Context: an optimization exercise on an open-source flow, tuned for small area. The choices shown serve that exercise and are no tape-out recipe. In this exercise RTL edits were held to simulation tests only and were not proved equivalent to the original. No activity file was given, so power comes from the tool's default toggle rates. No driver is modelled on the clock port, so clocking that relies on it looks cheaper here than on a real chip.

## constraint.sdc

```tcl
create_clock -name core_clock -period 4.0 [get_ports {clk}]
set_input_delay 0.8000 -clock core_clock [delete_from_list [all_inputs] [get_ports {clk}]]
set_output_delay 0.8000 -clock core_clock [all_outputs]
set_load 0.01 [all_outputs]
```

## config.mk

```make
export PLATFORM = sky130hd
export DESIGN_NAME = ddr_stat_top
export DESIGN_NICKNAME = ddr_stat_top
export VERILOG_FILES = /design/flow/design.v
export SDC_FILE = /design/flow/constraint.sdc
export NUM_CORES = 4
export LEC_CHECK = 0
export CAP_MARGIN = 20
export CORE_MARGIN = 2
export CORE_UTILIZATION = 65
export PLACE_DENSITY = 0.8
export SLEW_MARGIN = 20
```

## design.v

```verilog
`timescale 1ns/100ps
package stat_bus_pkg;
   typedef struct packed {
      logic                    wr;
      logic                    rd;
      logic [8-1:0] addr;
      logic [32-1:0] wdata;
   } stat_req_t;
   typedef struct packed {
      logic                    ack;
      logic [8-1:0]  intr;
      logic [32-1:0] rdata;
   } stat_ack_t;
   localparam int STAT_REQ_W = 2 + 8 + 32;
   localparam int STAT_ACK_W = 1 + 8 + 32;
endpackage
`timescale 1ns/100ps
package stat_reg_pkg;
   typedef logic [8-1:0] reg_addr_t;
   localparam reg_addr_t REG_ID         = 'h00;
   localparam reg_addr_t REG_SCRATCH    = 'h04;
   localparam reg_addr_t REG_READY      = 'h08;
   localparam reg_addr_t REG_WR_COUNT   = 'h0C;
   localparam reg_addr_t REG_INT_STATUS = 'h10;
   localparam reg_addr_t REG_INT_SET    = 'h14;
   typedef logic [8-1:0]  int_bits_t;
   typedef logic [3-1:0] ready_bits_t;
endpackage
`timescale 1ns/100ps
`timescale 1ns/100ps
`timescale 1ns/100ps
`timescale 1ns/100ps
module ddr_stat_top (
   input  logic                        clk,
   input  logic                        pipe_rst_n,
   input  logic                        sh_ddr_stat_wr,
   input  logic                        sh_ddr_stat_rd,
   input  logic [8-1:0]     sh_ddr_stat_addr,
   input  logic [32-1:0]     sh_ddr_stat_wdata,
   input  stat_reg_pkg::ready_bits_t   sh_cl_ddr_is_ready,
   output logic                        ddr_sh_stat_ack,
   output logic [32-1:0]     ddr_sh_stat_rdata,
   output stat_reg_pkg::int_bits_t     ddr_sh_stat_int
);
   localparam int STAGES = 2 * 8 + 3;    
   localparam int LAST   = STAGES - 1;                   
   localparam int APPLY  = STAGES - 2;                   
   localparam int READY  = 8 + 1;        
   localparam logic [2:0] KIND_NONE = 3'b000;
   localparam logic [2:0] KIND_ACK0 = 3'b001;    
   localparam logic [2:0] KIND_ID   = 3'b010;
   localparam logic [2:0] KIND_BAD  = 3'b011;
   localparam logic [2:0] KIND_RDY  = 3'b100;
   localparam logic [2:0] KIND_SCR  = 3'b101;
   localparam logic [2:0] KIND_CNT  = 3'b110;
   localparam logic [2:0] KIND_INT  = 3'b111;
   logic                    big_q   [LAST];
   logic                    which_q [LAST];
   logic [32-1:0] data_q  [LAST];
   logic [2:0]              code_q;              
   logic [2:0]              rdy_q;               
   logic [32-1:0] scratch_q;
   logic                    scratch_set_q;       
   logic [32-1:0] wr_count_q;
   stat_reg_pkg::int_bits_t int_status_q;
   logic                    is_id, is_scr, is_rdy, is_cnt, is_ist, is_iset;
   logic                    big_in;
   logic [2:0]              kind_in;
   logic [32-1:0] data_in;
   assign is_id   = sh_ddr_stat_addr == stat_reg_pkg::REG_ID;
   assign is_scr  = sh_ddr_stat_addr == stat_reg_pkg::REG_SCRATCH;
   assign is_rdy  = sh_ddr_stat_addr == stat_reg_pkg::REG_READY;
   assign is_cnt  = sh_ddr_stat_addr == stat_reg_pkg::REG_WR_COUNT;
   assign is_ist  = sh_ddr_stat_addr == stat_reg_pkg::REG_INT_STATUS;
   assign is_iset = sh_ddr_stat_addr == stat_reg_pkg::REG_INT_SET;
   always_comb
   begin
      big_in  = sh_ddr_stat_wr && (is_scr || is_cnt);
      kind_in = !sh_ddr_stat_wr && !sh_ddr_stat_rd ? KIND_NONE :
                sh_ddr_stat_wr ? KIND_ACK0 :
                is_scr  ? KIND_SCR :
                is_cnt  ? KIND_CNT :
                is_ist  ? KIND_INT :
                is_id   ? KIND_ID  :
                is_rdy  ? KIND_RDY :
                is_iset ? KIND_ACK0 : KIND_BAD;
      data_in = sh_ddr_stat_wdata;
      if (!big_in)
      begin
         data_in[31:29] = kind_in;
         data_in[13]    = !sh_ddr_stat_wr;
         data_in[9:8]   = {is_ist, is_iset};
      end
   end
   logic [4:0] since_rst_q;
   logic       apply_ok;
   logic       last_ok;
   always_ff @(posedge clk)
   begin
      if (!pipe_rst_n)
         since_rst_q <= '0;
      else if (since_rst_q != 5'(LAST + 1))
         since_rst_q <= since_rst_q + 5'd1;
   end
   assign apply_ok = since_rst_q >= 5'(APPLY + 1);
   assign last_ok  = since_rst_q == 5'(LAST + 1);
   always_ff @(posedge clk)
   begin
      big_q[0]   <= big_in;
      which_q[0] <= is_cnt;
      data_q[0]  <= data_in;
      for (int i = 1; i < LAST; i++)
      begin
         big_q[i]   <= big_q[i-1];
         which_q[i] <= which_q[i-1];
         data_q[i]  <= data_q[i-1];
      end
      if (!big_q[READY-1])
         data_q[READY][12:10] <= sh_cl_ddr_is_ready;
      code_q <= big_q[LAST-1] ? KIND_ACK0 : data_q[LAST-1][31:29];
      rdy_q  <= data_q[LAST-1][12:10];
   end
   logic                    big_a, which_a;
   logic [32-1:0] data_a;
   logic                    w_scr, w_cnt, w_int;
   assign big_a   = big_q[APPLY];
   assign which_a = which_q[APPLY];
   assign data_a  = data_q[APPLY];
   assign w_scr   = apply_ok && big_a && !which_a;
   assign w_cnt   = apply_ok && big_a && which_a;
   assign w_int   = apply_ok && !big_a && data_a[31:29] == KIND_ACK0 && !data_a[13];
   localparam int SEG  = 8;
   localparam int NSEG = 32 / SEG;
   logic                    cnt_inc;
   logic [NSEG-1:0]         seg_ones;            
   logic [32-1:0] cnt_carry;
   logic [32-1:0] wr_count_inc;
   assign cnt_inc = w_scr || w_int;
   for (genvar j = 0; j < NSEG; j++)
   begin : g_seg_ones
      assign seg_ones[j] = &wr_count_q[j*SEG +: SEG];
   end
   always_comb
   begin
      for (int i = 0; i < 32; i++)
      begin
         if (i % SEG == 0)
         begin
            cnt_carry[i] = cnt_inc;
            for (int j = 0; j < i / SEG; j++)
               cnt_carry[i] = cnt_carry[i] && seg_ones[j];
         end
         else
            cnt_carry[i] = cnt_carry[i-1] && wr_count_q[i-1];
         wr_count_inc[i] = wr_count_q[i] ^ cnt_carry[i];
      end
   end
   always_ff @(posedge clk)
   begin
      if (w_scr)
         scratch_q <= data_a;
   end
   always_ff @(posedge clk)
   begin
      if (!apply_ok)
      begin
         scratch_set_q <= 1'b0;
         wr_count_q    <= '0;
      end
      else
      begin
         if (w_scr)
            scratch_set_q <= 1'b1;
         if (w_cnt)
            wr_count_q <= data_a;
         else
            wr_count_q <= wr_count_inc;
      end
   end
   always_ff @(posedge clk)
   begin
      if (!pipe_rst_n)
         int_status_q <= '0;
      else if (w_int)
         int_status_q <= (int_status_q & ~(data_a[9] ? data_a[7:0] : 8'h00)) |
                         (data_a[8] ? data_a[7:0] : 8'h00);
   end
   logic [2:0] code_l;
   assign code_l = last_ok ? code_q : KIND_NONE;
   always_comb
   begin
      case (code_l)
         KIND_ID:  ddr_sh_stat_rdata = 32'h5d1a_0a01;
         KIND_BAD: ddr_sh_stat_rdata = 32'hdead_da7a;
         KIND_RDY: ddr_sh_stat_rdata = {{(32-3){1'b0}}, rdy_q};
         KIND_SCR: ddr_sh_stat_rdata = scratch_set_q ? scratch_q : '0;
         KIND_CNT: ddr_sh_stat_rdata = wr_count_q;
         KIND_INT: ddr_sh_stat_rdata = {{(32-8){1'b0}}, int_status_q};
         default:  ddr_sh_stat_rdata = '0;
      endcase
   end
   assign ddr_sh_stat_ack = code_l != KIND_NONE;
   assign ddr_sh_stat_int = int_status_q;
endmodule
```

## standard.sh

```bash
#!/bin/bash
# synth_recipe.tcl (not shown) runs the flow's synth.tcl, then flattens the netlist and writes it again
# the make line also repeats each setting of config.mk as NAME=value (left out here)
make -C /OpenROAD-flow-scripts/flow DESIGN_CONFIG=/design/flow/config.mk WORK_HOME=/design/flow/orfs CLKGATE_MAP_FILE= SYNTH_SCRIPT=/design/flow/synth_recipe.tcl "${@:-finish}"
```

## flow/run.sh

```bash
#!/bin/bash
# The standard layout (standard.sh, the standard flow's own ORFS run) with two changes to
# how it is built: the port buffers are the smallest buffer instead of the
# one buffer_ports picks, and clock tree synthesis uses its own buffer list and
# clustering and inserts no dummy loads. Every tool's output is in flow.log and
# in ORFS's own logs under orfs/logs.
set -euo pipefail
bash standard.sh \
  BUFFER_PORTS_ARGS="-buffer_cell sky130_fd_sc_hd__buf_1" \
  CTS_ARGS="-sink_clustering_enable -repair_clock_nets -dont_use_dummy_load -buf_list sky130_fd_sc_hd__clkbuf_4 -sink_clustering_size 10 -sink_clustering_max_diameter 40" \
  finish > flow.log 2>&1
```

==> results.cfg, run 1 <==
[pwr]
ir_drop_v = 0.0003821
powerDensity_nw_per_um2 = 577.5
power_frac_comb_pct = 0.5
p_leak_nw = 7.130
clockPowerShare_pct = 27.3
p_sw_mw = 1.928
p_seq_share_pct = 72.2
swShare_pct = 18.97
p_int_mw = 8.236

[sta]
timing.fmax_mhz = 269.7
hold_viol = 0
setup_tns_ps = 0
setup_viol = 0
relSlewSlack_pct = 31.51
rsz0062_at_grt = false
worstMarginPinSlew_ps = 1027
fin_skew_ps = 54.06
drv_slew = 0
post-route-min-period_ps = 3708
fin_crit_sh_pct = 92.71

[synth]
ys_warn_count = 4
synth_area_per_cell_um2 = 16.09
synth-async-reset-ratio_pct = 0
synth_top_area_share_pct = 81.62
ys_seq_area_share_pct = 87.52
synth_edf_count = 32
synthDistinctLibCells = 49
synth_ff_type = dfxtp_1
ys_ff_latch = 696
synth_top_cells_by_area = dfxtp_1, edfxtp_1, ha_1
synth_nets = 1089
synth_area_leader_cell = dfxtp_1
postSynthCellCount = 1012
synthesis.area_um2 = 16290

[global_routing]
antenna_found_initial = 1
grt_pass1_vias = 7153
grt_overflow = 0
grt_max_degree = 38
track_usage_pct = 15.36
grt_pass1_wl_um = 32000

[placement]
port_buffers = 87
hpwl_um = 12150
placed_area_um2 = 16970
gp_congestion = 0.8246

[clock_tree]
cts_num_sinks = 696
cts_resized = 0
clock_path_buffers = 3
cts-buffers-inserted = 82
cts_tree = yes
post_cts_buffers = 0
htreeDepth = 3
postCtsHoldBufs = 0
clk_pin_slew_ps = 100
clock_latency_ps = 700
clockRootBuffer = clkbuf_4

[critical_path]
reg2reg_depth = 14
end_kind = primary output
r2r-start = since_rst_q[0]
regToRegEndpoint = wr_count_q[7]
worst-setup-path-type = reg2out
crit_fanout = 27
critPathLaunchType = flop
arrival_ps = 2910
worstPathRequired_ps = 3200
regToRegSetupSlack_ps = 840

[route]
routed_wirelength_um = 19140
ant_nets = 0
drt-initial-drc-count = 271
wl_per_cell_um = 12.86
vias = 7217
drc_errors = 0
dr.pass1.iters = 5
avgViaCountPerCell = 4.850

[min_path]
min_from = sh_ddr_stat_wdata[24]
holdCritPathClass = in2reg
hold_depth = 1
min_to = data_q[0][24]

[floorplanning]
die_x_um = 162.3
row_count = 57
fp.coreArea_um2 = 24460
die_area_um2 = 26340
die_h_um = 162.3
start_util_pct = 66.57
io_pins = 88

[layout]
layout.nets = 1242
layout_commonest_cell = dfxtp_1
final_cell_mix = dfxtp_1, buf_1, clkbuf_4
drive_gt1_share_pct = 8.856
area_growth_pct = 8.059
final_cell_area_um2 = 17600

[status]
status = no timing/DRC/antenna violations

[job]
cap_viol_max_count = 0
how the worst max path moves through the flow:
stage,startpoint,endpoint,cells past startpoint
global placement,since_rst_q[1],ddr_sh_stat_rdata[27],7
CTS,since_rst_q[1],ddr_sh_stat_rdata[27],7
detailed placement,since_rst_q[1],ddr_sh_stat_rdata[27],7
floorplan,since_rst_q[0],wr_count_q[7],15
finish,since_rst_q[1],ddr_sh_stat_rdata[27],7
global route,since_rst_q[1],ddr_sh_stat_rdata[30],7
registers in the layout, indices dropped and copies added, names as in the netlist:
| signal | flops |
|---|---|
| rdy_q | 3 |
| int_status_q | 8 |
| wr_count_q | 32 |
| big_q | 18 |
| code_q | 3 |
| scratch_set_q | 1 |
| since_rst_q | 5 |
| data_q | 576 |
| which_q | 18 |
| scratch_q | 32 |
synth_stat cells (3+ instances only):
cell and count:
dfxtp_1 664, nand2_1 82, a21oi_1 34, edfxtp_1 32
ha_1 30, nor2_1 26, clkbuf_1 14, a221o_1 11
a32o_1 9, a221oi_1 8, nor2b_1 8, a22o_1 7
nand4_1 7, xnor2_1 7, buf_2 6, a211oi_1 5
and3_1 5, inv_1 5, o21ai_0 5, nand3_1 4
o31ai_1 4, and2_1 3, mux2_2 3, mux2i_1 3
nor3_1 3
layer usage:
metal  track usage, %  share of wire, %  vias to the layer above
met1            17.68                42                     3313
met4            8.890               3.8                        0
met2            26.09                49                      201
met5                0                 0                        -
met3            4.009               5.8                       64
li1                 -                 -                     3639
power by group through the flow:
| stage | Combinational (mW) | Clock (mW) | Sequential, mW |
|---|---|---|---|
| 2_1_floorplan | 0.0268 | 0 | 7.47 |
| 3_3_place_gp | 0.0441 | 0 | 7.49 |
| 3_5_place_dp | 0.0470 | 0 | 7.51 |
| 4_1_cts | 0.0472 | 2.93 | 7.35 |
| 5_1_grt | 0.0535 | 3.22 | 7.37 |
| 6_report | 0.0474 | 2.78 | 7.34 |
per-stage QoR:
step / std cells / hold slack [ps] / setup slack, ps / util, % / power (mW)
finish: 1488 / 191.1 / 291.8 / 71.94 / 10.16
global route: 1488 / 100.6 / 21.35 / 71.94 / 10.64
floorplan: 1012 / 309.6 / 1023 / - / 7.497
detailed placement: 1405 / 312.1 / 771.5 / 69.38 / 7.557
CTS: 1487 / 103.8 / 50.57 / 71.90 / 10.32
global placement: 1405 / 309.5 / 900.6 / 69.38 / 7.531
worst max-delay path, cell delays in order, from the launching register on:
cell       delay (ps)
dfxtp_1           460
ha_1              280
nand4bb_2         310
nor4b_4           440
buf_4             350
a221oi_1          140
nor2_1            130
buf_1             160
area by class of cell:
| class | count | area [um2] |
|---|---|---|
| Antenna cell | 1 | 2.502 |
| Clock buffer | 82 | 615.6 |
| Fill cell | 1568 | 6864 |
| Inverter | 5 | 18.77 |
| Multi-Input combinational cell | 289 | 1946 |
| Sequential cell | 696 | 14250 |
| Tap cell | 324 | 405.4 |
| Timing Repair Buffer | 91 | 356.6 |
logic make-up (layout without fill, tap and decap cells):
group | Yosys count | in the layout | share of synthesized area (%)
flip-flops | 696 | 696 | 87.52
multiplexers | 6 | 6 | 0.3918
other | 0 | 1 | 0
XOR/XNOR | 8 | 8 | 0.4303
AO/OA/AOI/OAI | 90 | 90 | 4.049
adder cells (fa/ha/maj) | 30 | 30 | 2.305
AND/OR/NAND/NOR | 155 | 155 | 4.587
buffers and inverters | 27 | 178 | 0.7145
==> run 2, diff against run 1 <==
--- a/flow/run.sh
+++ b/flow/run.sh
@@ -8,4 +8,4 @@
 bash standard.sh \
   BUFFER_PORTS_ARGS="-buffer_cell sky130_fd_sc_hd__buf_1" \
-  CTS_ARGS="-sink_clustering_enable -repair_clock_nets -dont_use_dummy_load -buf_list sky130_fd_sc_hd__clkbuf_4 -sink_clustering_size 10 -sink_clustering_max_diameter 40" \
+  CTS_ARGS="-sink_clustering_enable -repair_clock_nets -dont_use_dummy_load -buf_list sky130_fd_sc_hd__clkbuf_4 -sink_clustering_size 12 -sink_clustering_max_diameter 40" \
   finish > flow.log 2>&1
==> results.cfg, run 2 <==
[global_routing]
grt_max_degree = 38
antenna_found_initial = 1
grt_overflow = 0
grt_pass1_wl_um = 31350
grt_pass1_vias = 6972
track_usage_pct = 14.97

[synth]
yosysMostFrequentCell = dfxtp_1
ys_ff_latch = 696
synthesis.area_um2 = 16290
synth_nets = 1089
ys_seq_area_share_pct = 87.52
synth_ff_type = dfxtp_1
postSynthCellCount = 1012
synth_area_per_cell_um2 = 16.09
synthDistinctLibCells = 49
synth_edf_count = 32
synth_top_area_share_pct = 81.62
ys_warn_count = 4
synth-async-reset-ratio_pct = 0
netlist_top_cells_count = dfxtp_1, nand2_1, a21oi_1
synth_top_cells_by_area = dfxtp_1, edfxtp_1, ha_1
synth_area_leader_cell = dfxtp_1

[critical_path]
worst-setup-path-type = reg2out
critPathLaunch = since_rst_q[1]
crit_chain = ha_1, nand4bb_2, nor4b_4, buf_4, a221oi_1, nor2_1, buf_1
arrival_ps = 2900
crit_fanout = 27
cp_top_family = simple AND/OR/NAND/NOR gates
crit_slowest_cell = dfxtp_1
end_kind = primary output
worstPathRequired_ps = 3200
cp_num_buf_inv = 2
max_stage_delay_ps = 460
critPathLaunchType = flop
r2r-start = since_rst_q[0]

[layout]
largest_reg_flops = 576
drive_gt1_share_pct = 7.906
multi_input_area_um2 = 1946
top_regs = data_q x576, scratch_q x32, wr_count_q x32
top_register = data_q
layout.nets = 1230
regArea_um2 = 14250
final_cells = 1476
final_cell_mix = dfxtp_1, buf_1, nand2_1
area_growth_pct = 7.506
layout_commonest_cell = dfxtp_1
nFillCells = 1602

[sta]
setup_tns_ps = 0
setup_viol = 0
drv_slew = 0
fin_ws_ps = 296.7
post-route-min-period_ps = 3703
hold_viol = 0
fin_skew_ps = 60.37
fin_crit_sh_pct = 92.58
timing.fmax_mhz = 270.0
relSlewSlack_pct = 30.46
worstMarginPinSlew_ps = 1043
rsz0062_at_grt = false

[route]
drt-initial-drc-count = 286
vias = 7155
drc_errors = 0
dr.pass1.iters = 5
ant_nets = 0
routed_wirelength_um = 18800
wl_per_cell_um = 12.73
avgViaCountPerCell = 4.848

[pwr]
powerDensity_nw_per_um2 = 570.3
p_leak_nw = 7.075
ir_drop_v = 0.0003630

[clock_tree]
cts-buffers-inserted = 70
cts_tree = yes
post_cts_buffers = 0
clock_latency_ps = 660
clk_pin_slew_ps = 110
clock_path_buffers = 3
clockRootBuffer = clkbuf_4
htreeDepth = 3
cts_num_sinks = 696

[floorplanning]
die_h_um = 162.3
io_pins = 88
fp.coreArea_um2 = 24460
row_count = 57
die_x_um = 162.3
die_area_um2 = 26340
start_util_pct = 66.57

[status]
status = no timing/DRC/antenna violations

[placement]
gp_congestion = 0.8246
dp.cells = 1405
port_buffers = 87
place_ws_ps = 771.5
hpwl_um = 12150

[job]
cap_viol_max_count = 0

[min_path]
min_from = sh_ddr_stat_wdata[24]
holdCritPathClass = in2reg
[run 2: per-layer routing]
metal / up-vias / GRT usage, % / routed length (um)
met2: 196 / 25.55 / 9229
met4: 0 / 6.959 / 530
met5: - / 0 / 0
li1: 3623 / - / -
met3: 46 / 4.443 / 1084
met1: 3290 / 17.48 / 7952
[run 2: where the power goes]
group	internal, mW	switching (mW)	total [mW]	leakage [nW]
sequential	7.27	0.0759	7.34	5.84
clock	0.814	1.78	2.59	0.322
combinational	0.0244	0.0231	0.0475	0.910
[run 2: kinds of logic after synthesis]
group           count (synthesis)  synth area share, %
fa+ha+maj                      30                2.305
flops                         696                87.52
mux                             6               0.3918
buf+inv                        27               0.7145
compound gates                 90                4.049
xor+xnor                        8               0.4303
simple gates                  155                4.587
[run 2: area by class of cell]
type	instances	share of cell area [%]
sequential	696	81.41
multi-input combinational	289	11.11
clock buffer	70	3.002
tap	324	2.315
timing repair buffer	91	2.037
inverter	5	0.1072
antenna	1	0.01429
[run 2: path summary, 6_finish.rpt]
kind         depth (start not counted)  slack, ps                     to
max                                  7        300  ddr_sh_stat_rdata[27]
min                                  1        200          data_q[0][24]
max reg2reg                         14        830          wr_count_q[7]
min reg2reg                          0        300         data_q[17][24]
[run 2: what timing repair did]
item / CTS / global route
hold buffers: 0 / 0
setup endpoints to repair: 0 / 27
resized for setup: 0 / 1
[run 2: per-stage QoR]
stage          power, mW  hold WS (ps)  instance area, um2  utilization, %
3_3_place_gp       7.531         309.5               16970           69.38
5_1_grt            10.45         97.49               17510           71.57
4_1_cts            10.13         114.6               17500           71.53
6_report           9.984         198.3               17510           71.57
3_5_place_dp       7.557         312.1               16970           69.38
2_1_floorplan      7.497         309.6               16290               -
==> run 3, diff against run 2 <==
--- a/design.v
+++ b/design.v
@@ -58,6 +58,8 @@
    logic                    which_q [LAST];
    logic [32-1:0] data_q  [LAST];
-   logic [2:0]              code_q;              
-   logic [2:0]              rdy_q;               
+   logic                    ack_q;
+   logic                    sel_id_q, sel_bad_q, sel_rdy_q;
+   logic                    sel_scr_q, sel_cnt_q, sel_int_q;
+   logic [2:0]              rdy_q;
    logic [32-1:0] scratch_q;
    logic                    scratch_set_q;       
@@ -95,14 +97,15 @@
    logic [4:0] since_rst_q;
    logic       apply_ok;
-   logic       last_ok;
    always_ff @(posedge clk)
    begin
       if (!pipe_rst_n)
          since_rst_q <= '0;
-      else if (since_rst_q != 5'(LAST + 1))
+      else if (since_rst_q != 5'(APPLY + 1))
          since_rst_q <= since_rst_q + 5'd1;
    end
-   assign apply_ok = since_rst_q >= 5'(APPLY + 1);
-   assign last_ok  = since_rst_q == 5'(LAST + 1);
+   assign apply_ok = since_rst_q == 5'(APPLY + 1);
+   logic [2:0] last_in;
+   assign last_in = !pipe_rst_n || !apply_ok ? KIND_NONE :
+                    big_q[LAST-1] ? KIND_ACK0 : data_q[LAST-1][31:29];
    always_ff @(posedge clk)
    begin
@@ -118,6 +121,12 @@
       if (!big_q[READY-1])
          data_q[READY][12:10] <= sh_cl_ddr_is_ready;
-      code_q <= big_q[LAST-1] ? KIND_ACK0 : data_q[LAST-1][31:29];
-      rdy_q  <= data_q[LAST-1][12:10];
+      ack_q     <= last_in != KIND_NONE;
+      sel_id_q  <= last_in == KIND_ID;
+      sel_bad_q <= last_in == KIND_BAD;
+      sel_rdy_q <= last_in == KIND_RDY;
+      sel_scr_q <= last_in == KIND_SCR;
+      sel_cnt_q <= last_in == KIND_CNT;
+      sel_int_q <= last_in == KIND_INT;
+      rdy_q     <= data_q[LAST-1][12:10];
    end
    logic                    big_a, which_a;
@@ -186,19 +195,21 @@
                          (data_a[8] ? data_a[7:0] : 8'h00);
    end
-   logic [2:0] code_l;
-   assign code_l = last_ok ? code_q : KIND_NONE;
    always_comb
    begin
-      case (code_l)
-         KIND_ID:  ddr_sh_stat_rdata = 32'h5d1a_0a01;
-         KIND_BAD: ddr_sh_stat_rdata = 32'hdead_da7a;
-         KIND_RDY: ddr_sh_stat_rdata = {{(32-3){1'b0}}, rdy_q};
-         KIND_SCR: ddr_sh_stat_rdata = scratch_set_q ? scratch_q : '0;
-         KIND_CNT: ddr_sh_stat_rdata = wr_count_q;
-         KIND_INT: ddr_sh_stat_rdata = {{(32-8){1'b0}}, int_status_q};
-         default:  ddr_sh_stat_rdata = '0;
-      endcase
-   end
-   assign ddr_sh_stat_ack = code_l != KIND_NONE;
+      ddr_sh_stat_rdata = '0;
+      if (sel_id_q)
+         ddr_sh_stat_rdata = ddr_sh_stat_rdata | 32'h5d1a_0a01;
+      if (sel_bad_q)
+         ddr_sh_stat_rdata = ddr_sh_stat_rdata | 32'hdead_da7a;
+      if (sel_rdy_q)
+         ddr_sh_stat_rdata[3-1:0] = ddr_sh_stat_rdata[3-1:0] | rdy_q;
+      if (sel_scr_q && scratch_set_q)
+         ddr_sh_stat_rdata = ddr_sh_stat_rdata | scratch_q;
+      if (sel_cnt_q)
+         ddr_sh_stat_rdata = ddr_sh_stat_rdata | wr_count_q;
+      if (sel_int_q)
+         ddr_sh_stat_rdata[8-1:0] = ddr_sh_stat_rdata[8-1:0] | int_status_q;
+   end
+   assign ddr_sh_stat_ack = ack_q;
    assign ddr_sh_stat_int = int_status_q;
 endmodule
--- a/flow/run.sh
+++ b/flow/run.sh
@@ -8,4 +8,4 @@
 bash standard.sh \
   BUFFER_PORTS_ARGS="-buffer_cell sky130_fd_sc_hd__buf_1" \
-  CTS_ARGS="-sink_clustering_enable -repair_clock_nets -dont_use_dummy_load -buf_list sky130_fd_sc_hd__clkbuf_4 -sink_clustering_size 12 -sink_clustering_max_diameter 40" \
+  CTS_ARGS="-sink_clustering_enable -repair_clock_nets -dont_use_dummy_load -buf_list sky130_fd_sc_hd__clkbuf_4 -sink_clustering_size 10 -sink_clustering_max_diameter 40" \
   finish > flow.log 2>&1
==> results.cfg, run 3 <==
[layout]
drive_gt1_share_pct = 8.341
regArea_um2 = 14340
final_cell_mix = dfxtp_1, buf_1, nand2_1
multi_input_area_um2 = 1829
top_regs = data_q x576, scratch_q x32, wr_count_q x32
area_growth_pct = 7.742
largest_reg_flops = 576
fin_util_pct = 71.75
final_cell_area_um2 = 17550
top_register = data_q
layout.nets = 1230
nFillCells = 1604
layout_commonest_cell = dfxtp_1

[sta]
post-route-min-period_ps = 2943
hold_viol = 0
timing.fmax_mhz = 339.7
drv_slew = 0
fin_crit_sh_pct = 73.59
rsz0062_at_grt = false
fin_skew_ps = 45.17
relSlewSlack_pct = 41.47
worstMarginPinSlew_ps = 878.0
setup_tns_ps = 0
setup_viol = 0
hold_ws_ps = 205.7

[clock_tree]
cts_resized = 0
clock_latency_ps = 670
clockRootBuffer = clkbuf_4
postCtsHoldBufs = 0
cts_num_sinks = 700
clk_pin_slew_ps = 100
clock_path_buffers = 3
post_cts_buffers = 0
cts-buffers-inserted = 80
cts_tree = yes
htreeDepth = 3

[global_routing]
grt_pass1_wl_um = 31150
grt_pass1_vias = 6970
grt_overflow = 0
track_usage_pct = 14.88
grt_max_degree = 38
antenna_found_initial = 1

[route]
dr.pass1.iters = 5
drc_errors = 0
vias = 7140
avgViaCountPerCell = 4.837
routed_wirelength_um = 19040
ant_nets = 0
wl_per_cell_um = 12.90
drt-initial-drc-count = 378

[synth]
yosysMostFrequentCell = dfxtp_1
synth_area_leader_cell = dfxtp_1
synth_area_per_cell_um2 = 16.21
synth-async-reset-ratio_pct = 0
ys_ff_latch = 700
ys_warn_count = 4
synthesis.area_um2 = 16290
ys_seq_area_share_pct = 87.99
synth_nets = 1082
synthDistinctLibCells = 49
synth_top_area_share_pct = 82.09
netlist_top_cells_count = dfxtp_1, nand2_1, nand3_1
synth_top_cells_by_area = dfxtp_1, edfxtp_1, ha_1
synth_edf_count = 32
synth_ff_type = dfxtp_1
postSynthCellCount = 1005

[critical_path]
regToRegEndpoint = wr_count_q[23]
crit_fanout = 15
reg2reg_depth = 13
crit_cells = 3
cp_num_buf_inv = 1
r2r-start = data_q[17][29]
crit_slowest_cell = dfxtp_1
crit_chain = or2_2, a221o_1, buf_1
critPathLaunchType = flop
cp_top_family = flip-flops
worstPathRequired_ps = 3200
worst-setup-path-type = reg2out
regToRegSetupSlack_ps = 1080
arrival_ps = 2140
end_kind = primary output
max_stage_delay_ps = 560

[floorplanning]
fp.coreArea_um2 = 24460
io_pins = 88
die_h_um = 162.3
row_count = 57
die_area_um2 = 26340
start_util_pct = 66.60
die_x_um = 162.3

[placement]
hpwl_um = 11720
placed_area_um2 = 16950
gp_congestion = 0.8083
port_buffers = 87

[min_path]
holdCritPathClass = in2reg
hold_depth = 1
min_from = sh_ddr_stat_wdata[28]
min_to = data_q[0][28]

[pwr]
powerDensity_nw_per_um2 = 578.3
p_leak_nw = 7.328
ir_drop_v = 0.0003681
power_mw = 10.15

[status]
status = no timing/DRC/antenna violations

[job]
cap_viol_max_count = 0
[run 3: cell types whose count changed in the layout (fill, tap and decap cells not counted), sizes merged, moves of 6 or more]
cell    previous run  this run
nand3              4        34
a221o             11        19
nor2              26        16
nor2b              8         2
a21oi             34         5
clkbuf            70        80
[run 3: cell families (layout without fill, tap and decap cells)]
logic type,after synthesis,after routing,synth area share [%]
AO/OA/AOI/OAI,58,58,3.111
XOR/XNOR,7,7,0.3764
adder cells (fa/ha/maj),30,30,2.304
buffers and inverters,30,176,0.8141
flip-flops,700,700,87.99
multiplexers,3,3,0.2074
other,0,1,0
AND/OR/NAND/NOR,177,177,5.200
[run 3: worst max path at each step]
stage / startpoint / end / slack, ps
global placement: since_rst_q[0] / wr_count_q[31] / 1180
detailed placement: data_q[17][29] / wr_count_q[23] / 1100
global route: data_q[17][29] / wr_count_q[23] / 800
finish: sel_bad_q / ddr_sh_stat_rdata[9] / 1060
CTS: sel_cnt_q / ddr_sh_stat_rdata[4] / 750
floorplan: since_rst_q[0] / wr_count_q[7] / 1350
[run 3: per-stage QoR]
stage | instances | setup WS, ps
after global placement | 1395 | 1177
after CTS | 1475 | 753.5
after detailed placement | 1395 | 1101
after floorplan | 1005 | 1353
final | 1476 | 1057
after global routing | 1476 | 804.9
[run 3: power breakdown]
| part | internal, mW | switching, mW |
|---|---|---|
| combinational | 0.0222 | 0.0217 |
| clock | 0.926 | 1.81 |
| sequential | 7.30 | 0.0715 |
[run 3: metal layers]
metal	global-route usage, %	share of wire, %
met1	17.22	43
met4	7.482	2.9
met5	0	0
met2	25.42	48
met3	4.265	6.7
[run 3: final cells by class]
type / instances / area share, %
repair buffers: 92 / 2.074
well taps: 324 / 2.310
multi-input cells: 275 / 10.42
diodes: 1 / 0.01426
flip-flops and latches: 700 / 81.67
inverters: 4 / 0.08554
clock buffers: 80 / 3.422
==> run 4, diff against run 3 <==
--- a/flow/run.sh
+++ b/flow/run.sh
@@ -8,4 +8,4 @@
 bash standard.sh \
   BUFFER_PORTS_ARGS="-buffer_cell sky130_fd_sc_hd__buf_1" \
-  CTS_ARGS="-sink_clustering_enable -repair_clock_nets -dont_use_dummy_load -buf_list sky130_fd_sc_hd__clkbuf_4 -sink_clustering_size 10 -sink_clustering_max_diameter 40" \
+  CTS_ARGS="-sink_clustering_enable -repair_clock_nets -dont_use_dummy_load -buf_list sky130_fd_sc_hd__clkbuf_8 -sink_clustering_size 24 -sink_clustering_max_diameter 45" \
   finish > flow.log 2>&1
==> results.cfg, run 4 <==
[status]
status = no timing/DRC/antenna violations

[global_routing]
grt_pass1_wl_um = 30430
grt_overflow = 0
grtUsageMet1_pct = 17.59
grt.busiest_layer = met2
antenna_found_initial = 0
grt_max_degree = 38
grt_pass1_vias = 6579
grt_use_met3_pct = 3.550
met2_usage_pct = 24.95
track_usage_pct = 14.45

[critical_path]
crit_fanout = 9
critPathLaunchType = flop
cp_top_family = adder cells
r2r-start = data_q[17][29]
end_kind = flop
worst-setup-path-type = reg2reg
reg2reg_depth = 13
regToRegEndpoint = wr_count_q[23]
cp_num_buf_inv = 0
regToRegSetupSlack_ps = 1090
cpMostUsedCell = ha_1
worstPathRequired_ps = 4470
crit_slowest_cell = dfxtp_1
crit_cells = 13
max_stage_delay_ps = 400
crit_chain = nor4b_2, and2b_1, o21ai_1, nor2_1, ha_1, ha_1, ha_1, ha_1, ha_1, ha_1, ha_1, xnor2_1, a211oi_1
arrival_ps = 3390

[synth]
yosysMostFrequentCell = dfxtp_1
synth_top_cells_by_area = dfxtp_1, edfxtp_1, ha_1
synth_area_leader_cell = dfxtp_1
synth_top_area_share_pct = 82.09
ys_seq_area_share_pct = 87.99
synth_edf_count = 32
synthDistinctLibCells = 49
synth_nets = 1082
ys_ff_latch = 700
postSynthCellCount = 1005
synth_area_per_cell_um2 = 16.21
synth_ff_type = dfxtp_1
ys_warn_count = 4
synthesis.area_um2 = 16290
netlist_top_cells_count = dfxtp_1, nand2_1, nand3_1
synth-async-reset-ratio_pct = 0

[layout]
largest_reg_flops = 576
drive_gt1_share_pct = 5.126
final_cell_mix = dfxtp_1, buf_1, nand2_1
top_regs = data_q x576, scratch_q x32, wr_count_q x32
area_growth_pct = 7.504
antenna_cells = 0
layout.nets = 1191
top_register = data_q
final_cell_area_um2 = 17510
layout_commonest_cell = dfxtp_1

[clock_tree]
clock_latency_ps = 580
clock_path_buffers = 3
clk_pin_slew_ps = 120
cts_num_sinks = 700
clockRootBuffer = clkbuf_8
htreeDepth = 2
cts-buffers-inserted = 41
postCtsHoldBufs = 0
cts_tree = yes
post_cts_buffers = 0
cts_resized = 0

[route]
vias = 6871
avgViaCountPerCell = 4.785
drc_errors = 0
wl_per_cell_um = 13.17
drt-initial-drc-count = 390
routed_wirelength_um = 18910
dr.pass1.iters = 5
ant_nets = 0

[floorplanning]
fp.coreArea_um2 = 24460
die_x_um = 162.3
start_util_pct = 66.60
die_h_um = 162.3
io_pins = 88
row_count = 57
die_area_um2 = 26340

[sta]
rsz0062_at_grt = false
fin_crit_sh_pct = 72.86
hold_viol = 0
setup_viol = 0
timing.fmax_mhz = 343.1
setup_tns_ps = 0
fin_skew_ps = 62.18
worstMarginPinSlew_ps = 866.5
drv_slew = 0
hold_ws_ps = 274.6
post-route-min-period_ps = 2915
relSlewSlack_pct = 42.23

[pwr]
ir_drop_v = 0.0003933
powerDensity_nw_per_um2 = 578.4
p_leak_nw = 7.255

[placement]
placed_area_um2 = 16950
gp_congestion = 0.8083
hpwl_um = 11720
port_buffers = 87

[min_path]
hold_depth = 0
holdCritPathClass = reg2reg
min_to = data_q[15][18]
min_from = data_q[14][18]

[job]
cap_viol_max_count = 0
==> run 4: cell counts after synthesis <==
Identical to the previous run, type by type.
==> run 4: worst register-to-register path, stage by stage, from the launching register on <==
cell and delay (ps):
dfxtp_1 400, nor4b_2 200, and2b_1 190, o21ai_1 300
nor2_1 100, ha_1 190, ha_1 180, ha_1 180
ha_1 180, ha_1 180, ha_1 190, ha_1 200
xnor2_1 130, a211oi_1 240
==> run 4: layer usage <==
layer / vias to the layer above / routed length (um)
li1: 3499 / -
met1: 3141 / 8458
met2: 187 / 8826
met3: 44 / 1132
met4: 0 / 493
met5: - / 0
==> run 4: logic make-up (layout without fill, tap and decap cells) <==
family / after synthesis / in the layout / synth area share (%)
flops: 700 / 700 / 87.99
simple gates: 177 / 177 / 5.200
compound gates: 58 / 58 / 3.111
fa+ha+maj: 30 / 30 / 2.304
buf+inv: 30 / 137 / 0.8141
xor+xnor: 7 / 7 / 0.3764
mux: 3 / 3 / 0.2074
==> run 4: per-stage QoR <==
step	cells	worst slack [ps]	util (%)	total power, mW
finish	1436	1085	71.59	10.13
global route	1436	830.5	71.59	10.53
CTS	1436	879.8	71.59	10.26
detailed placement	1395	1101	69.28	7.588
global placement	1395	1177	69.26	7.564
floorplan	1005	1353	-	7.530
==> run 4: area by class of cell <==
class                           count  area (um2)
Clock buffer                       41       564.3
Sequential cell                   700       14340
Fill cell                        1575        6949
Tap cell                          324       405.4
Multi-Input combinational cell    275        1829
Inverter                            4       15.01
Timing Repair Buffer               92       364.1
==> run 4: power by group <==
group          internal (mW)  switching [mW]
clock network          0.930            1.78
registers               7.30          0.0714
logic                 0.0222          0.0216
==> run 4: worst max-delay path by stage <==
stage                    from                    to  slack (ps)
2_1_floorplan  since_rst_q[0]         wr_count_q[7]        1350
3_3_place_gp   since_rst_q[0]        wr_count_q[31]        1180
3_5_place_dp   data_q[17][29]        wr_count_q[23]        1100
4_1_cts             sel_cnt_q  ddr_sh_stat_rdata[4]         880
5_1_grt        data_q[17][29]        wr_count_q[23]         830
6_report       data_q[17][29]        wr_count_q[23]        1090
==> run 5, diff against run 4 <==
--- a/flow/run.sh
+++ b/flow/run.sh
@@ -8,4 +8,4 @@
 bash standard.sh \
   BUFFER_PORTS_ARGS="-buffer_cell sky130_fd_sc_hd__buf_1" \
-  CTS_ARGS="-sink_clustering_enable -repair_clock_nets -dont_use_dummy_load -buf_list sky130_fd_sc_hd__clkbuf_8 -sink_clustering_size 24 -sink_clustering_max_diameter 45" \
+  CTS_ARGS="-sink_clustering_enable -repair_clock_nets -dont_use_dummy_load -buf_list sky130_fd_sc_hd__clkbuf_4 -sink_clustering_size 12 -sink_clustering_max_diameter 30" \
   finish > flow.log 2>&1
==> results.cfg, run 5 <==
[status]
status = no timing/DRC/antenna violations

[synth]
ys_seq_area_share_pct = 87.99
ys_ff_latch = 700
synth_area_leader_cell = dfxtp_1
postSynthCellCount = 1005
netlist_top_cells_count = dfxtp_1, nand2_1, nand3_1
synth_edf_count = 32
synth_nets = 1082
synthDistinctLibCells = 49
synthesis.area_um2 = 16290
ys_warn_count = 4
synth_ff_type = dfxtp_1
yosysMostFrequentCell = dfxtp_1
synth_top_area_share_pct = 82.09
synth_top_cells_by_area = dfxtp_1, edfxtp_1, ha_1
synth-async-reset-ratio_pct = 0
synth_area_per_cell_um2 = 16.21

[route]
ant_nets = 0
dr.pass1.iters = 5
vias = 7043
drt-initial-drc-count = 334
routed_wirelength_um = 19000
wl_per_cell_um = 12.84
avgViaCountPerCell = 4.759
drc_errors = 0

[sta]
post-route-min-period_ps = 2899
setup_tns_ps = 0
rsz0062_at_grt = false
relSlewSlack_pct = 41.63
fin_ws_ps = 1101
timing.fmax_mhz = 345.0
drv_slew = 0
worstMarginPinSlew_ps = 875.5
fin_skew_ps = 78.56
setup_viol = 0
hold_viol = 0
fin_crit_sh_pct = 72.47

[critical_path]
critPathLaunch = data_q[17][29]
end_kind = flop
worst-setup-path-type = reg2reg
arrival_ps = 3410
worstPathRequired_ps = 4510
r2r-start = data_q[17][29]
critPathLaunchType = flop
crit_fanout = 9

[floorplanning]
row_count = 57
start_util_pct = 66.60
die_h_um = 162.3
fp.coreArea_um2 = 24460
die_x_um = 162.3
io_pins = 88
die_area_um2 = 26340

[clock_tree]
htreeDepth = 3
clockRootBuffer = clkbuf_4
clk_pin_slew_ps = 100
clock_latency_ps = 660
cts-buffers-inserted = 84
postCtsHoldBufs = 0
cts_tree = yes
cts_num_sinks = 700
post_cts_buffers = 0
clock_path_buffers = 3
cts_resized = 0

[layout]
layout_commonest_cell = dfxtp_1
area_growth_pct = 7.926
layout.nets = 1234
regArea_um2 = 14340
largest_reg_flops = 576
nFillCells = 1588
top_register = data_q
top_regs = data_q x576, scratch_q x32, wr_count_q x32
drive_gt1_share_pct = 8.658
multi_input_area_um2 = 1829
final_cell_mix = dfxtp_1, buf_1, nand2_1

[pwr]
p_leak_nw = 7.347
ir_drop_v = 0.0004292
powerDensity_nw_per_um2 = 580.3

[placement]
gp_congestion = 0.8083
hpwl_um = 11720
port_buffers = 87
place_ws_ps = 1101

[min_path]
holdCritPathClass = in2reg
min_from = sh_ddr_stat_wdata[21]

[job]
cap_viol_max_count = 0

[global_routing]
track_usage_pct = 14.79
grt_pass1_wl_um = 31200
grt_pass1_vias = 7003
grt_max_degree = 38
antenna_found_initial = 1
grt_overflow = 0
run 5: final cells by class:
class,count,share of cell area (%)
well taps,324,2.306
flip-flops and latches,700,81.53
inverters,4,0.08540
clock buffers,84,3.587
repair buffers,92,2.071
diodes,1,0.01423
multi-input cells,275,10.40
run 5: critical path: stages (launching register included):
cell and delay [ps]:
dfxtp_1 390, nor4b_2 200, and2b_1 190, o21ai_1 290
nor2_1 100, ha_1 190, ha_1 180, ha_1 180
ha_1 180, ha_1 180, ha_1 180, ha_1 200
xnor2_1 130, a211oi_1 230
run 5: where the power goes:
| part | total [mW] | switching [mW] | internal, mW |
|---|---|---|---|
| clock network | 2.78 | 1.81 | 0.971 |
| logic | 0.0438 | 0.0216 | 0.0222 |
| registers | 7.37 | 0.0715 | 7.30 |
| total | 10.2 | 1.91 | 8.30 |
run 5: per-layer routing:
layer / global-route usage (%) / part of all wire (%) / up-vias
li1: - / - / 3619
met5: 0 / 0 / -
met3: 4.316 / 7.1 / 28
met4: 7.562 / 1.6 / 0
met1: 17.17 / 43 / 3200
met2: 25.11 / 48 / 196
run 5: path summary, 6_finish.rpt:
kind | cells after the start | slack (ps) | to
setup / recovery | 13 | 1100 | wr_count_q[23]
hold / removal | 1 | 210 | data_q[0][21]
setup reg to reg | 13 | 1100 | wr_count_q[23]
hold reg to reg | 0 | 280 | data_q[7][6]
run 5: kinds of logic (layout without fill, tap and decap cells):
kind of cell             after synthesis  count (layout)  synth area share (%)
AND/OR/NAND/NOR                      177             177                 5.200
flip-flops                           700             700                 87.99
multiplexers                           3               3                0.2074
AO/OA/AOI/OAI                         58              58                 3.111
adder cells (fa/ha/maj)               30              30                 2.304
buffers and inverters                 30             180                0.8141
XOR/XNOR                               7               7                0.3764
other                                  0               1                     0
run 5: through the flow:
step / utilization (%) / instances / power [mW] / hold slack (ps) / instance area [um2]
floorplan: - / 1005 / 7.530 / 309.6 / 16290
global placement: 69.26 / 1395 / 7.564 / 309.6 / 16940
detailed placement: 69.28 / 1395 / 7.588 / 312.1 / 16950
CTS: 71.86 / 1479 / 10.36 / 117.8 / 17580
global route: 71.87 / 1480 / 10.68 / 128.3 / 17580
finish: 71.87 / 1480 / 10.20 / 208.8 / 17580
==> run 6, diff against run 5 <==
--- a/flow/run.sh
+++ b/flow/run.sh
@@ -8,4 +8,4 @@
 bash standard.sh \
   BUFFER_PORTS_ARGS="-buffer_cell sky130_fd_sc_hd__buf_1" \
-  CTS_ARGS="-sink_clustering_enable -repair_clock_nets -dont_use_dummy_load -buf_list sky130_fd_sc_hd__clkbuf_4 -sink_clustering_size 12 -sink_clustering_max_diameter 30" \
+  CTS_ARGS="-sink_clustering_enable -repair_clock_nets -dont_use_dummy_load -buf_list sky130_fd_sc_hd__clkbuf_4 -sink_clustering_size 11 -sink_clustering_max_diameter 40" \
   finish > flow.log 2>&1
==> results.cfg, run 6 <==
[floorplanning]
die_area_um2 = 26340
fp.coreArea_um2 = 24460
die_x_um = 162.3
io_pins = 88
start_util_pct = 66.60
row_count = 57
die_h_um = 162.3

[critical_path]
r2r-start = data_q[17][29]
reg2reg_depth = 13
crit_chain = or2_2, a221o_1, buf_1
regToRegSetupSlack_ps = 1080
max_stage_delay_ps = 560
crit_slowest_cell = dfxtp_1
regToRegEndpoint = wr_count_q[15]
crit_fanout = 15
arrival_ps = 2140
critPathLaunchType = flop
worst-setup-path-type = reg2out
end_kind = primary output
worstPathRequired_ps = 3200

[synth]
synth_nets = 1082
synth_edf_count = 32
synth_area_leader_cell = dfxtp_1
synth-async-reset-ratio_pct = 0
synth_top_cells_by_area = dfxtp_1, edfxtp_1, ha_1
ys_ff_latch = 700
synthDistinctLibCells = 49
yosysMostFrequentCell = dfxtp_1
synthesis.area_um2 = 16290
synth_ff_type = dfxtp_1
synth_area_per_cell_um2 = 16.21
synth_top_area_share_pct = 82.09
ys_warn_count = 4
ys_seq_area_share_pct = 87.99
postSynthCellCount = 1005
netlist_top_cells_count = dfxtp_1, nand2_1, nand3_1

[sta]
setup_tns_ps = 0
hold_ws_ps = 219.2
fin_skew_ps = 62.45
relSlewSlack_pct = 39.09
drv_slew = 0
setup_viol = 0
worstMarginPinSlew_ps = 913.6
hold_viol = 0
timing.fmax_mhz = 340.0
rsz0062_at_grt = false
post-route-min-period_ps = 2941
fin_crit_sh_pct = 73.52

[min_path]
hold_depth = 1
min_from = sh_ddr_stat_wdata[7]
holdCritPathClass = in2reg
min_to = data_q[0][7]

[placement]
gp_congestion = 0.8083
port_buffers = 87
hpwl_um = 11720

[route]
routed_wirelength_um = 18940
avgViaCountPerCell = 4.814
dr.pass1.iters = 8
vias = 7077
drt-initial-drc-count = 358
ant_nets = 0
wl_per_cell_um = 12.88
drc_errors = 0

[clock_tree]
clock_path_buffers = 3
cts_num_sinks = 700
cts-buffers-inserted = 74
clk_pin_slew_ps = 110
clock_latency_ps = 670
cts_tree = yes
postCtsHoldBufs = 0
clockRootBuffer = clkbuf_4
cts_resized = 0
post_cts_buffers = 0
htreeDepth = 3

[layout]
layout_commonest_cell = dfxtp_1
area_growth_pct = 7.465
drive_gt1_share_pct = 7.860
multi_input_area_um2 = 1829
largest_reg_flops = 576
final_cell_mix = dfxtp_1, buf_1, nand2_1
nFillCells = 1608
top_regs = data_q x576, scratch_q x32, wr_count_q x32
top_register = data_q
layout.nets = 1224
regArea_um2 = 14340

[pwr]
powerDensity_nw_per_um2 = 575.3
ir_drop_v = 0.0003545
p_leak_nw = 7.301

[global_routing]
grt_pass1_wl_um = 31240
track_usage_pct = 14.90
grt_overflow = 0
grt_pass1_vias = 6920
antenna_found_initial = 1
grt_max_degree = 38

[job]
cap_viol_max_count = 0

[status]
status = no timing/DRC/antenna violations
==> run 6: cell counts after synthesis <==
Identical to the previous run, type by type.
==> run 6: how the worst max path moves through the flow <==
stage | start | to | slack, ps | cells past startpoint
floorplan | since_rst_q[0] | wr_count_q[7] | 1350 | 14
CTS | sel_cnt_q | ddr_sh_stat_rdata[4] | 770 | 3
global placement | since_rst_q[0] | wr_count_q[31] | 1180 | 15
global route | data_q[17][29] | wr_count_q[23] | 870 | 13
detailed placement | data_q[17][29] | wr_count_q[23] | 1100 | 13
finish | sel_bad_q | ddr_sh_stat_rdata[9] | 1060 | 3
==> run 6: power breakdown <==
part / internal (mW) / leakage (nW) / switching [mW]
clock network: 0.859 / 0.340 / 1.79
logic: 0.0222 / 1.09 / 0.0217
registers: 7.30 / 5.88 / 0.0717
==> run 6: logic make-up after synthesis <==
family / after synthesis / synth area share, %
DFF: 700 / 87.99
and+or+nand+nor: 177 / 5.200
AOI/OAI and AO/OA: 58 / 3.111
buffers and inverters: 30 / 0.8141
adders and majority gates: 30 / 2.304
xor gates and xnor gates: 7 / 0.3764
muxes: 3 / 0.2074
==> run 6: area by class of cell <==
cell class,instances,area share [%]
Inverter,4,0.08576
Timing Repair Buffer,92,2.080
Clock buffer,74,3.173
Sequential cell,700,81.88
Antenna cell,1,0.01429
Multi-Input combinational cell,275,10.45
Tap cell,324,2.316
==> run 6: stage by stage <==
step	std cells	area (um2)	utilization (%)	worst slack [ps]	power (mW)
detailed placement	1395	16950	69.28	1101	7.588
CTS	1469	17500	71.55	772.9	10.23
floorplan	1005	16290	-	1353	7.530
global route	1470	17510	71.57	868.6	10.55
finish	1470	17510	71.57	1059	10.07
global placement	1395	16940	69.26	1177	7.564
==> run 6: critical path, delay by kind of cell (launching register included) <==
| family | cells | cell delay (ps) |
|---|---|---|
| AND/OR/NAND/NOR | 1 | 500 |
| AO/OA/AOI/OAI | 1 | 310 |
| flip-flops | 1 | 560 |
| buffers and inverters | 1 | 130 |
==> run 6: routing by layer <==
| metal | vias to the layer above | routed length, um | global-route usage, % |
|---|---|---|---|
| met1 | 3230 | 8134 | 17.50 |
| met3 | 41 | 1230 | 4.316 |
| li1 | 3596 | - | - |
| met2 | 210 | 9095 | 25.18 |
| met4 | 0 | 478 | 7.361 |
| met5 | - | 0 | 0 |
==> run 7, diff against run 6 <==
--- a/flow/run.sh
+++ b/flow/run.sh
@@ -8,4 +8,4 @@
 bash standard.sh \
   BUFFER_PORTS_ARGS="-buffer_cell sky130_fd_sc_hd__buf_1" \
-  CTS_ARGS="-sink_clustering_enable -repair_clock_nets -dont_use_dummy_load -buf_list sky130_fd_sc_hd__clkbuf_4 -sink_clustering_size 11 -sink_clustering_max_diameter 40" \
+  CTS_ARGS="-sink_clustering_enable -repair_clock_nets -dont_use_dummy_load -buf_list sky130_fd_sc_hd__clkbuf_16 -sink_clustering_size 40 -sink_clustering_max_diameter 60" \
   finish > flow.log 2>&1
==> results.cfg, run 7 <==
[status]
status = no timing/DRC/antenna violations

[sta]
fin_skew_ps = 37.88
setup_viol = 0
rsz0062_at_grt = false
worstMarginPinSlew_ps = 902.5
relSlewSlack_pct = 39.83
drv_slew = 0
fin_ws_ps = 1071
setup_tns_ps = 0
timing.fmax_mhz = 341.5
post-route-min-period_ps = 2929
hold_viol = 0
hold_ws_ps = 301.1
fin_crit_sh_pct = 73.21

[layout]
top_register = data_q
fin_util_pct = 72.05
largest_reg_flops = 576
antenna_cells = 0
final_cell_mix = dfxtp_1, buf_1, nand2_1
layout.nets = 1177
final_cells = 1422
drive_gt1_share_pct = 3.916
area_growth_pct = 8.187
layout_commonest_cell = dfxtp_1
final_cell_area_um2 = 17620
top_regs = data_q x576, scratch_q x32, wr_count_q x32

[clock_tree]
clock_path_buffers = 3
postCtsHoldBufs = 0
clockRootBuffer = clkbuf_16
clock_latency_ps = 560
htreeDepth = 1
clk_pin_slew_ps = 120
cts_tree = yes
post_cts_buffers = 0
cts_resized = 0
cts_num_sinks = 700
cts-buffers-inserted = 27

[synth]
synth_compound_gate_area_share_pct = 3.111
synth_area_leader_cell = dfxtp_1
ys_seq_area_share_pct = 87.99
synth_nets = 1082
synth_ff_type = dfxtp_1
netlist_top_cells_count = dfxtp_1, nand2_1, nand3_1
ys_ff_latch = 700
ys_warn_count = 4
synthAdderAreaFrac_pct = 2.304
synthMuxAreaShare_pct = 0.2074
synth_edf_count = 32
synth-async-reset-ratio_pct = 0
yosys.area_share.simple_pct = 5.200
synthXorXnorAreaFrac_pct = 0.3763
synth_area_per_cell_um2 = 16.21
yosysMostFrequentCell = dfxtp_1
synthDistinctLibCells = 49
synth_top_family_by_area = simple AND/OR/NAND/NOR gates
synth_top_area_share_pct = 82.09
synthesis.area_um2 = 16290
postSynthCellCount = 1005
synth_top_cells_by_area = dfxtp_1, edfxtp_1, ha_1

[critical_path]
worst-setup-path-type = reg2reg
crit_slowest_cell = dfxtp_1
cpMostUsedCell = ha_1
arrival_ps = 3390
end_kind = flop
critPathLaunchType = flop
crit_chain = nor4b_2, and2b_1, o21ai_1, nor2_1, ha_1, ha_1, ha_1, ha_1, ha_1, ha_1, ha_1, xnor2_1, a211oi_1
crit_fanout = 9
worstPathRequired_ps = 4460
max_stage_delay_ps = 400

[global_routing]
grt_pass1_vias = 6665
antenna_found_initial = 0
grt_max_degree = 41
grt_pass1_wl_um = 31720
track_usage_pct = 15.03
grt_overflow = 0

[pwr]
swShare_pct = 18.16
p_leak_nw = 7.293
ir_drop_v = 0.0004816
power_mw = 10.44
p_seq_share_pct = 70.7
p_sw_mw = 1.895
power_frac_comb_pct = 0.4
powerDensity_nw_per_um2 = 592.1
clockPowerShare_pct = 28.8
p_int_mw = 8.540

[route]
wl_per_cell_um = 14.05
ant_nets = 0
avgViaCountPerCell = 4.838
dr.pass1.iters = 4
drt-initial-drc-count = 417
drc_errors = 0
routed_wirelength_um = 19980
vias = 6880

[floorplanning]
fp.coreArea_um2 = 24460
start_util_pct = 66.60
die_h_um = 162.3
io_pins = 88
row_count = 57
die_x_um = 162.3
die_area_um2 = 26340

[placement]
placed_area_um2 = 16950
gp_congestion = 0.8083
port_buffers = 87
hpwl_um = 11720
dp.cells = 1395
place_ws_ps = 1101

[job]
cap_viol_max_count = 0

[min_path]
holdCritPathClass = reg2reg
-- run 7: cell counts after synthesis --
No cell type changed its count.
-- run 7: cells by family after synthesis --
logic type | Yosys count
AND/OR/NAND/NOR | 177
adder cells (fa/ha/maj) | 30
XOR/XNOR | 7
AO/OA/AOI/OAI | 58
flip-flops | 700
buffers and inverters | 30
multiplexers | 3
-- run 7: power groups by stage --
stage	sequential, mW	combinational [mW]	clock, mW
2_1_floorplan	7.51	0.0209	0
3_3_place_gp	7.52	0.0417	0
3_5_place_dp	7.54	0.0443	0
4_1_cts	7.39	0.0450	3.10
5_1_grt	7.41	0.0503	3.35
6_report	7.38	0.0444	3.01
-- run 7: per-layer routing --
metal	vias to the layer above	share of wire, %	track usage, %
li1	3481	-	-
met1	3181	44	18.41
met2	183	48	27.23
met3	35	5.9	2.809
met4	0	1.8	4.304
met5	-	0	0
-- run 7: worst max-delay path: cells and delay by family (launching register included) --
family,cells,cell delay (ps)
and+or+nand+nor,3,490
adders and majority gates,7,1300
DFF,1,400
AOI/OAI and AO/OA,2,520
xor gates and xnor gates,1,130
-- run 7: cell type report --
class	count	area (um2)
flip-flops and latches	700	14340
fillers	1560	6838
multi-input cells	275	1829
clock buffers	27	675.6
well taps	324	405.4
repair buffers	92	364.1
inverters	4	15.01
-- run 7: path summary, 6_finish.rpt --
path                  startpoint             end  slack (ps)  cells after the start
setup / recovery  data_q[17][29]  wr_count_q[23]        1070                     13
hold reg to reg    data_q[3][24]   data_q[4][24]         300                      0
setup reg to reg  data_q[17][29]  wr_count_q[23]        1070                     13
hold / removal     data_q[3][24]   data_q[4][24]         300                      0
==> run 8, diff against run 7 <==
--- a/flow/run.sh
+++ b/flow/run.sh
@@ -8,4 +8,4 @@
 bash standard.sh \
   BUFFER_PORTS_ARGS="-buffer_cell sky130_fd_sc_hd__buf_1" \
-  CTS_ARGS="-sink_clustering_enable -repair_clock_nets -dont_use_dummy_load -buf_list sky130_fd_sc_hd__clkbuf_16 -sink_clustering_size 40 -sink_clustering_max_diameter 60" \
+  CTS_ARGS="-sink_clustering_enable -repair_clock_nets -dont_use_dummy_load -buf_list sky130_fd_sc_hd__clkbuf_4 -sink_clustering_size 12 -sink_clustering_max_diameter 40" \
   finish > flow.log 2>&1
==> results.cfg, run 8 <==
[synth]
synth_nets = 1082
synth_area_leader_cell = dfxtp_1
ys_seq_area_share_pct = 87.99
postSynthCellCount = 1005
synthDistinctLibCells = 49
synthesis.area_um2 = 16290
yosysMostFrequentCell = dfxtp_1
synth_top_area_share_pct = 82.09
synth_top_cells_by_area = dfxtp_1, edfxtp_1, ha_1
netlist_top_cells_count = dfxtp_1, nand2_1, nand3_1
ys_warn_count = 4
synth_ff_type = dfxtp_1
ys_ff_latch = 700
synth_area_per_cell_um2 = 16.21
synth-async-reset-ratio_pct = 0
synth_edf_count = 32

[route]
ant_nets = 0
wl_per_cell_um = 12.89
routed_wirelength_um = 18880
dr.pass1.iters = 4
vias = 7062
avgViaCountPerCell = 4.820
drc_errors = 0
drt-initial-drc-count = 408

[clock_tree]
clock_latency_ps = 660
cts_num_sinks = 700
cts_resized = 0
cts-buffers-inserted = 69
clock_path_buffers = 3
post_cts_buffers = 0
clk_pin_slew_ps = 110
htreeDepth = 3
postCtsHoldBufs = 0
cts_tree = yes
clockRootBuffer = clkbuf_4

[placement]
placed_area_um2 = 16950
gp_congestion = 0.8083
dp.cells = 1395
place_ws_ps = 1101
port_buffers = 87
hpwl_um = 11720

[layout]
final_cells = 1465
layout.nets = 1219
area_growth_pct = 7.235
top_register = data_q
drive_gt1_share_pct = 7.456
nFillCells = 1615
fin_util_pct = 71.41
layout_commonest_cell = dfxtp_1
largest_reg_flops = 576
final_cell_mix = dfxtp_1, buf_1, nand2_1
top_regs = data_q x576, scratch_q x32, wr_count_q x32
final_cell_area_um2 = 17470

[floorplanning]
fp.coreArea_um2 = 24460
die_x_um = 162.3
start_util_pct = 66.60
die_area_um2 = 26340
die_h_um = 162.3
io_pins = 88
row_count = 57

[sta]
worstMarginPinSlew_ps = 856.3
timing.fmax_mhz = 342.1
setup_viol = 0
relSlewSlack_pct = 42.91
fin_ws_ps = 1077
hold_ws_ps = 210.4
hold_viol = 0
fin_crit_sh_pct = 73.08
setup_tns_ps = 0
fin_skew_ps = 75.42
drv_slew = 0
rsz0062_at_grt = false
post-route-min-period_ps = 2923

[critical_path]
crit_slowest_cell = dfxtp_1
critPathLaunchType = flop
cp-endpoint = ddr_sh_stat_rdata[9]
reg2reg_depth = 13
worst-setup-path-type = reg2out
crit_fanout = 15
max_stage_delay_ps = 560
crit_chain = or2_2, a221o_1, buf_1
arrival_ps = 2120
regToRegSetupSlack_ps = 1090
r2r-start = data_q[17][29]
regToRegEndpoint = wr_count_q[23]
end_kind = primary output
worstPathRequired_ps = 3200
critPathLaunch = sel_bad_q

[global_routing]
grt_overflow = 0
grt_pass1_wl_um = 30950
grt_pass1_vias = 6901
grt_max_degree = 38
antenna_found_initial = 1
track_usage_pct = 14.74

[min_path]
holdCritPathClass = in2reg

[status]
status = no timing/DRC/antenna violations

[job]
cap_viol_max_count = 0

[pwr]
ir_drop_v = 0.0003621
p_leak_nw = 7.278
power_mw = 10.01
powerDensity_nw_per_um2 = 572.7
-- run 8: final cells by class --
class,count,area [um2],share of cell area (%)
Multi-Input combinational cell,275,1829,10.47
Tap cell,324,405.4,2.321
Inverter,4,15.01,0.08595
Sequential cell,700,14340,82.06
Antenna cell,1,2.502,0.01432
Timing Repair Buffer,92,364.1,2.084
Clock buffer,69,518.0,2.965
-- run 8: worst min path at each step --
stage	startpoint	endpoint	slack, ps	depth (start not counted)
3_5_place_dp	big_q[3]	big_q[4]	310	0
4_1_cts	sh_ddr_stat_wdata[28]	data_q[0][28]	130	1
3_3_place_gp	data_q[14][18]	data_q[15][18]	310	0
5_1_grt	sh_ddr_stat_wdata[10]	data_q[0][10]	120	1
6_report	sh_ddr_stat_wdata[7]	data_q[0][7]	210	1
2_1_floorplan	big_q[9]	big_q[10]	310	0
-- run 8: worst max-delay path, delay by kind of cell, from the launching register on --
| kind | cells | cell delay (ps) |
|---|---|---|
| buffers and inverters | 1 | 130 |
| AO/OA/AOI/OAI | 1 | 310 |
| flip-flops | 1 | 560 |
| AND/OR/NAND/NOR | 1 | 500 |
-- run 8: logic make-up (layout without fill, tap and decap cells) --
kind of cell / after synthesis / in the layout / synth area share [%]
simple gates: 177 / 177 / 5.200
other cells: 0 / 1 / 0
flops: 700 / 700 / 87.99
buf+inv: 30 / 165 / 0.8141
xor+xnor: 7 / 7 / 0.3764
fa+ha+maj: 30 / 30 / 2.304
mux: 3 / 3 / 0.2074
compound gates: 58 / 58 / 3.111
-- run 8: metal layers --
layer	global-route usage (%)	vias to the layer above	wire, um
met4	7.160	0	520
met2	25.15	202	8946
met5	0	-	0
li1	-	3585	-
met3	4.111	47	1299
met1	17.29	3228	8112
-- run 8: where the power goes --
group | switching [mW] | internal (mW) | leakage, nW
clock network | 1.78 | 0.803 | 0.317
registers | 0.0711 | 7.30 | 5.88
logic | 0.0216 | 0.0222 | 1.09

[re-timing with driven ports]
In the flow no input, the clock included, has a driving cell. The finished layouts below were timed again as built, in two steps.
Step 1 assumes that a clkbuf_16 drives the clock port and a buf_2 every other input.
Step 2 also shifts input and output timing later by t, the mid clock arrival at the registers, as if the neighbouring blocks saw the same clock.
a / b / c = ideal / step 1 / step 2; a / b = the first two.
run | t (ns) | slack for setup (ns) | worst data-port slew with drivers (ns)
run 1 | 0.690 | 0.292 / 0.253 / 0.841 | 0.04
run 2 | 0.677 | 0.297 / 0.259 / 0.830 | 0.03
run 3 | 0.690 | 1.057 / 1.018 / 1.076 | 0.03
run 4 | 0.590 | 1.085 / 1.085 / 1.085 | 0.03
run 5 | 0.660 | 1.101 / 1.069 / 1.101 | 0.03
run 6 | 0.676 | 1.059 / 1.023 / 1.084 | 0.03
run 7 | 0.593 | 1.071 / 1.071 / 1.071 | 0.03
run 8 | 0.662 | 1.077 / 1.040 / 1.094 | 0.03
After both steps every run listed still meets setup and hold.
